This design comes from an exercise in tuning for small area, a short achievable clock period and few clock cycles per item on the open sky130 flow, not from production work.
Only simulation tests tie the RTL to the original design; equivalence was not proved.
No activity file was given, so power comes from the tool's default toggle rates.

==> inputs of run a <==
## booth_pp_accumulator
module booth_pp_accumulator
(
    input  logic                            Clk,
    input  logic                            Reset,
    input  logic                            In_Valid,
    output logic                            In_Ready,
    input  logic [booth_acc_pkg::PP_W-1:0]  PP0,
    input  logic [booth_acc_pkg::PP_W-1:0]  PP1,
    input  logic [booth_acc_pkg::PP_W-1:0]  PP2,
    input  logic [booth_acc_pkg::PP_W-1:0]  PP3,
    input  logic [booth_acc_pkg::PP_W-1:0]  PP4,
    input  logic [booth_acc_pkg::PP_W-1:0]  PP5,
    input  logic [booth_acc_pkg::PP_W-1:0]  PP6,
    input  logic [booth_acc_pkg::PP_W-1:0]  PP7,
    input  logic [booth_acc_pkg::PP_W-1:0]  PP8,
    input  logic [booth_acc_pkg::PP_W-1:0]  PP9,
    input  logic [booth_acc_pkg::PP_W-1:0]  PP10,
    input  logic [booth_acc_pkg::PP_W-1:0]  PP11,
    input  logic [booth_acc_pkg::PP_W-1:0]  PP12,
    input  logic [booth_acc_pkg::PP_W-1:0]  PP13,
    input  logic [booth_acc_pkg::PP_W-1:0]  PP14,
    input  logic [booth_acc_pkg::PP_W-1:0]  PP15,
    input  logic [31:0]                     PP16,
    input  logic [15:0]                     Error_Correction,
    output logic                            Out_Valid,
    input  logic                            Out_Ready,
    output logic [booth_acc_pkg::PROD_W-1:0] Product,
    output logic                            Busy
);
==> flow/config.mk <==
export PLATFORM = sky130hd
export DESIGN_NAME = booth_pp_accumulator
export DESIGN_NICKNAME = booth_pp_accumulator
export VERILOG_FILES = /design/flow/design.v
export SDC_FILE = /design/flow/constraint.sdc
export NUM_CORES = 4
export LEC_CHECK = 0
export CAP_MARGIN = 20
export CORE_MARGIN = 2
export CORE_UTILIZATION = 40
export CTS_BUF_LIST = sky130_fd_sc_hd__clkbuf_4 sky130_fd_sc_hd__clkbuf_8
export SETUP_SLACK_MARGIN = 0.8
export SLEW_MARGIN = 20
export SYNTH_HIERARCHICAL = 1
export SYNTH_MINIMUM_KEEP_SIZE = 0
==> flow/constraint.sdc <==
create_clock -name core_clock -period 5.0 [get_ports {Clk}]
set_input_delay 1.0000 -clock core_clock [delete_from_list [all_inputs] [get_ports {Clk}]]
set_output_delay 1.0000 -clock core_clock [all_outputs]
set_load 0.01 [all_outputs]
standard.sh (not shown) runs the stock make flow with config.mk's settings and CLKGATE_MAP_FILE= SYNTH_SCRIPT=/design/flow/synth_recipe.tcl, a recipe that flattens the netlist after the stock synthesis.
==> flow/flow/run.sh <==
#!/bin/bash
# Own layout flow: the standard ORFS flow (standard.sh: its synthesis, floorplan,
# placement, CTS and routing), with two changes:
#  - the I/O port buffers that global placement inserts (one per input and output port,
#    as in the standard flow) are sky130_fd_sc_hd__buf_1 instead of the delay-cell buffer
#    buffer_ports picks by default;
#  - before floorplanning, gates that synthesis sized up are put back at their smallest
#    drive strength (flow/pre_floorplan.tcl); repair then sizes up what timing needs.
# Every tool's output goes to the ORFS logs under orfs/logs and to flow_run.log here.
set -euo pipefail
here=$(cd "$(dirname "$0")" && pwd)
export BUFFER_PORTS_ARGS="-buffer_cell sky130_fd_sc_hd__buf_1"
export PRE_FLOORPLAN_TCL="$here/pre_floorplan.tcl"
bash standard.sh finish > flow_run.log 2>&1
==> flow/flow/pre_floorplan.tcl <==
# Before floorplanning: put the one-cell modules' gates that synthesis sized up back at
# their smallest drive strength (same function); later repair sizes up what timing needs.
set db [ord::get_db]
set swaps {
  sky130_fd_sc_hd__maj3_2  sky130_fd_sc_hd__maj3_1
  sky130_fd_sc_hd__a21oi_2 sky130_fd_sc_hd__a21oi_1
}
set n 0
foreach inst [[ord::get_db_block] getInsts] {
  set name [[$inst getMaster] getName]
  if { [dict exists $swaps $name] } {
    $inst swapMaster [$db findMaster [dict get $swaps $name]]
    incr n
  }
}
puts "pre_floorplan: resized $n cells to the smallest drive strength"
==> run b (differences from run a) <==
--- a/flow/config.mk
+++ b/flow/config.mk
@@ -11,2 +11,3 @@
 export CTS_BUF_LIST = sky130_fd_sc_hd__clkbuf_4 sky130_fd_sc_hd__clkbuf_8
+export GPL_ROUTABILITY_DRIVEN = 0
 export SETUP_SLACK_MARGIN = 0.8
==> comparison table <==
Count of TritonRoute iterations in the first routing pass: run a 7; run b 4
Clock Network Area Fraction: run a 0.9542%; run b 0.9800%
CP Launch Point: run a PP6[13]; run b x_r[9]
Proportion of power drawn by combinational gates: run a 75.1%; run b 75.0%
Met3 WL post-DR: run a 2424 µm; run b 2734 µm
Final-layout worst hold slack: run a 597.2 ps; run b 599.1 ps
Worst endpoint data arrival time: run a 4130 ps; run b 3000 ps
Sum of buffers and inverters on the critical path: run a 1; run b 2
Slack of the worst reg-to-reg path: run a 2980 ps; run b 2990 ps
Ratio of cells with drive above 1 in the final layout: run a 5.069%; run b 5.014%
Filler cells: run a 3889; run b 3965
Total of cells resized after clock tree synthesis: run a 4; run b 6
Smallest setup slack after layout: run a 1009 ps; run b 1000 ps
Power per Cell Area: run a 595.7 nW/µm²; run b 594.8 nW/µm²
Critical path start-end classification: run a in2reg; run b reg2out
Met1 GRT Util: run a 24.02%; run b 23.68%
Maximum clock frequency: run a 0.2506 GHz; run b 0.2500 GHz
P_clk: run a 0.525 mW; run b 0.531 mW
Per-cell via count in the routed design: run a 4.647; run b 4.649
Worst slew margin: run a 51.58%; run b 51.90%
Sum of routed wire segments on met1: run a 16720 µm; run b 16520 µm
Run status: run a complete, no violations; run b complete, no violations
Element type at the critical path start: run a input port; run b flop
Met3 track demand over resource in global routing: run a 2.997%; run b 3.501%
Lkg Pwr: run a 7.019 nW; run b 7.016 nW
Net switching component of the power: run a 5.724 mW; run b 5.712 mW
Routed length on met2: run a 23430 µm; run b 23970 µm
Testbench counts of run a, summed over its fixed seeds: cycles 4,800, items 2,400.
Testbench counts of run b, summed over its fixed seeds: cycles 4,800, items 2,400.

---

==> run D <==
Another version of the RTL of booth_pp_accumulator (not shown whole).
==> flow/config.mk <==
export PLATFORM = sky130hd
export DESIGN_NAME = booth_pp_accumulator
export DESIGN_NICKNAME = booth_pp_accumulator
export VERILOG_FILES = /design/flow/design.v
export SDC_FILE = /design/flow/constraint.sdc
export NUM_CORES = 4
export LEC_CHECK = 0
export CAP_MARGIN = 20
export CORE_MARGIN = 2
export CORE_UTILIZATION = 40
export SETUP_SLACK_MARGIN = 1.0
export SLEW_MARGIN = 20
export SYNTH_HIERARCHICAL = 1
export SYNTH_MINIMUM_KEEP_SIZE = 0
==> flow/constraint.sdc <==
create_clock -name core_clock -period 5.0 [get_ports {Clk}]
set_input_delay 1.0000 -clock core_clock [delete_from_list [all_inputs] [get_ports {Clk}]]
set_output_delay 1.0000 -clock core_clock [all_outputs]
set_load 0.01 [all_outputs]
==> flow/flow/run.sh <==
#!/bin/bash
# Own layout flow: the standard ORFS flow, with the I/O port buffers that global
# placement inserts (one per input and output port, as in the standard flow) made from
# sky130_fd_sc_hd__buf_1 instead of the delay-cell buffer buffer_ports picks by default.
# Every tool's output goes to the ORFS logs under orfs/logs and to flow_run.log here.
set -euo pipefail
export BUFFER_PORTS_ARGS="-buffer_cell sky130_fd_sc_hd__buf_1"
bash standard.sh finish > flow_run.log 2>&1
==> run M: changes against run D <==
Settings changed: SETUP_SLACK_MARGIN 1.0 to 1.3.
==> results.txt <==
- Between run M and run D, the lower setup slack is in run D (gap 0.15 ns).
- In run D the first-iteration DRC count is higher than in run M, by 8.0%.
- Of run M and run D, run M has the higher design area (gap 6.2%, measured against run D).
- In run M the fmax is larger than in run D, by about 4%.
- Sequential cell count is the same in run M and run D.
- In clock power, run M and run D hardly differ.
- Of run M and run D, run M has the higher total power (gap 7.0%, measured against run D).
- In synthesized area, run D and run M do not differ.
- In run M the hold slack is lower than in run D, by 0.0062 ns.
==> figures <==
	run D	run M
Share of cell area taken by multi-input logic gates	68.3%	68.1%
Average vias per placed instance	4.63	4.64
Sequential power	0.00230 W	0.00232 W
Crit path max fanout	2	1
Power drawn by the combinational cells	0.0115 W	0.0125 W
Critical path's largest stage delay	0.50 ns	0.53 ns
Post-CTS Resized	2	36
Count of buffering cells on the critical path with inverters included	3	1
Setup slack, reg-to-reg	3.05 ns	3.06 ns
Worst flop-to-flop path endpoint	y_r[47]	x_r[50]
Tightest hold margin	0.615 ns	0.609 ns
Non-clock buffer count in the final layout	666	702
Peak supply drop	0.452 mV	0.463 mV
Clock tree cell share of total cell area	1.32%	1.20%
Global-route wire length before repair	80900 µm	81100 µm
Sequential fraction of total cell area	12.5%	11.7%
DRC violation total after the first TritonRoute iteration	377	349
Outcome	finished clean	finished clean
Relative slew slack	54.6%	57.6%
Number of inserted diodes	8	4
Testbench counts of run D, summed over its fixed seeds: cycles 4,800, items 2,400.
Testbench counts of run M, summed over its fixed seeds: cycles 4,800, items 2,400.

---

==> trial 69 <==
Another version of the RTL of booth_pp_accumulator (not shown whole).
==> flow/config.mk <==
export PLATFORM = sky130hd
export DESIGN_NAME = booth_pp_accumulator
export DESIGN_NICKNAME = booth_pp_accumulator
export VERILOG_FILES = /design/flow/design.v
export SDC_FILE = /design/flow/constraint.sdc
export NUM_CORES = 4
export LEC_CHECK = 0
export CAP_MARGIN = 20
export CORE_MARGIN = 2
export CORE_UTILIZATION = 40
export CTS_BUF_LIST = sky130_fd_sc_hd__clkbuf_4 sky130_fd_sc_hd__clkbuf_8
export SETUP_SLACK_MARGIN = 0.9
export SLEW_MARGIN = 20
export SYNTH_HIERARCHICAL = 1
export SYNTH_MINIMUM_KEEP_SIZE = 0
==> flow/constraint.sdc <==
create_clock -name core_clock -period 5.0 [get_ports {Clk}]
set_input_delay 1.0000 -clock core_clock [delete_from_list [all_inputs] [get_ports {Clk}]]
set_output_delay 1.0000 -clock core_clock [all_outputs]
set_load 0.01 [all_outputs]
==> flow/flow/run.sh <==
#!/bin/bash
# Own layout flow: the standard ORFS flow (standard.sh: its synthesis, floorplan,
# placement, CTS and routing), with two changes:
#  - the I/O port buffers that global placement inserts (one per input and output port,
#    as in the standard flow) are sky130_fd_sc_hd__buf_1 instead of the delay-cell buffer
#    buffer_ports picks by default;
#  - before floorplanning, gates that synthesis sized up are put back at their smallest
#    drive strength (flow/pre_floorplan.tcl); repair then sizes up what timing needs.
# Every tool's output goes to the ORFS logs under orfs/logs and to flow_run.log here.
set -euo pipefail
here=$(cd "$(dirname "$0")" && pwd)
export BUFFER_PORTS_ARGS="-buffer_cell sky130_fd_sc_hd__buf_1"
export PRE_FLOORPLAN_TCL="$here/pre_floorplan.tcl"
bash standard.sh finish > flow_run.log 2>&1
Scripts as last shown in full above: flow/flow/pre_floorplan.tcl
==> inputs of trial 91, as changes to trial 69 <==
Settings changed: PLACE_DENSITY set to 0.8.
==> inputs of build 21, as changes to trial 69 <==
Settings changed: SETUP_SLACK_MARGIN 0.9 to 1.1.
==> qor summary <==
Run status: trial 91 complete, no violations; build 21 complete, no violations; trial 69 complete, no violations
Portion of total power attributed to sequential cells: trial 91 19.3%; build 21 18.5%; trial 69 19.6%
Antenna diode count: trial 91 6; build 21 2; trial 69 3
Detailed placement HPWL: trial 91 47.1 mm; build 21 43.8 mm; trial 69 43.2 mm
Clock buf count: trial 91 11; build 21 11; trial 69 10
Final cycle utilization of the critical path: trial 91 81.1%; build 21 79.4%; trial 69 79.9%
Clock Network Area Fraction: trial 91 0.878%; build 21 1.13%; trial 69 0.897%
Setup repair after global routing missed its margin: trial 91 no; build 21 yes; trial 69 yes
Headroom to the max-slew limit: trial 91 53.8%; build 21 51.7%; trial 69 50.8%
Clock network power: trial 91 498 uW; build 21 616 uW; trial 69 501 uW
Number of nets in the layout: trial 91 2946; build 21 2945; trial 69 2945
Reported sequential group power: trial 91 2.39 mW; build 21 2.39 mW; trial 69 2.38 mW
Global-route total usage across every layer: trial 91 22.8%; build 21 21.0%; trial 69 20.6%
Clk Latency, worst-skew pair: trial 91 0.40 ns; build 21 0.38 ns; trial 69 0.39 ns
Amount of wire on met2 after detailed routing: trial 91 27.8 mm; build 21 25.3 mm; trial 69 24.8 mm
Met2 routing resource usage after global routing: trial 91 44.0%; build 21 40.1%; trial 69 39.5%
Testbench counts of trial 69, summed over its fixed seeds: cycles 4,800, items 2,400.
Testbench counts of trial 91, summed over its fixed seeds: cycles 4,800, items 2,400.
Testbench counts of build 21, summed over its fixed seeds: cycles 4,800, items 2,400.

---

==> branch amber <==
RTL: one of the versions met above, not the one the previous note started from.
Settings: LEC_CHECK=0, CAP_MARGIN=20, CORE_MARGIN=2, CORE_UTILIZATION=40, SETUP_SLACK_MARGIN=1.6, SLEW_MARGIN=20, SYNTH_HIERARCHICAL=1, SYNTH_MINIMUM_KEEP_SIZE=0; clock period 5.0 ns.
==> flow/flow/run.sh <==
#!/bin/bash
# Own layout flow: the standard ORFS flow, with the I/O port buffers that global
# placement inserts (one per input and output port, as in the standard flow) made from
# sky130_fd_sc_hd__buf_1 instead of the delay-cell buffer buffer_ports picks by default.
# Every tool's output goes to the ORFS logs under orfs/logs and to flow_run.log here.
set -euo pipefail
export BUFFER_PORTS_ARGS="-buffer_cell sky130_fd_sc_hd__buf_1"
bash standard.sh finish > flow_run.log 2>&1
==> inputs of branch quartz, as changes to branch amber <==
SETUP_SLACK_MARGIN = default   (was 1.6)
==> results.txt <==
                                                                                   branch quartz    branch amber
Internal portion of total power                                                         7.465 mW        10.05 mW
Register-to-Register Setup Slack                                                         3.03 ns         3.08 ns
Vias in the first global route                                                             15430           15870
Placed instance area                                                                  21420 um^2      22170 um^2
Kind of start point of the critical path                                                register      input port
Layout cells sized above 1                                                                12.74%          40.02%
Max Freq                                                                               249.9 MHz       263.9 MHz
Met2 layer wire length in the routed design                                             28780 um        29870 um
Total chip power                                                                        14.21 mW        18.34 mW
Setup repair bufs after CTS                                                                    0              51
Antenna violations before repair                                                              10               3
# diodes                                                                                       9               3
Hold Slack                                                                             0.6220 ns       0.6038 ns
Seq pwr                                                                                  2.31 mW         2.34 mW
Clock input transition at the sequential cells of the worst setup and hold paths         0.07 ns         0.08 ns
Outcome                                                                           finished clean  finished clean
Startpoint of the most critical setup path                                                x_r[8]          PP5[9]
Fin nets                                                                                    3232            3328
Critical path depth                                                                           13               8
Met3 Resource Use GR                                                                      3.030%          4.053%
Share of the clock period used by the worst path after layout                             80.04%          75.78%
Multi-input logic portion of the cell area                                                68.03%          67.46%
Testbench counts of branch amber, summed over its fixed seeds: cycles 4,800, items 2,400.
Testbench counts of branch quartz, summed over its fixed seeds: cycles 4,800, items 2,400.

==> re-timing with driven ports <==
Ports are ideal in the flow. The routed layouts listed here were re-timed in OpenROAD.
Step 1 assumes that a clkbuf_16 drives the clock port and a buf_2 every other input.
Step 2 adds t to the input delays and takes it off the output delays; t is the mean of the earliest and latest rising clock arrival at the registers after step 1. Input paths then give back, and output paths get back, about the clock's delay inside the block.
a / b / c = ideal / step 1 / step 2; a / b = the first two.
run | shift t [ns] | setup slack, ns | worst slew at a driven data input, ns
run a | 0.411 | 1.009 / 1.028 / 0.616 | 0.12
run b | 0.414 | 1.000 / 0.964 / 0.646 | 0.10
run D | 0.415 | 1.099 / 1.121 / 0.706 | 0.11
run M | 0.422 | 1.250 / 1.256 / 0.834 | 0.12
trial 69 | 0.423 | 1.006 / 1.027 / 0.604 | 0.10
trial 91 | 0.430 | 0.946 / 0.962 / 0.531 | 0.12
build 21 | 0.420 | 1.032 / 1.052 / 0.632 | 0.09
branch amber | 0.415 | 1.211 / 1.215 / 0.800 | 0.10
branch quartz | 0.401 | 0.998 / 0.949 / 0.637 | 0.12
After both steps every run listed still meets setup and hold. For run M, which loses most, drivers alone change the setup slack by +0.006 ns; drivers and shift together by -0.416 ns.
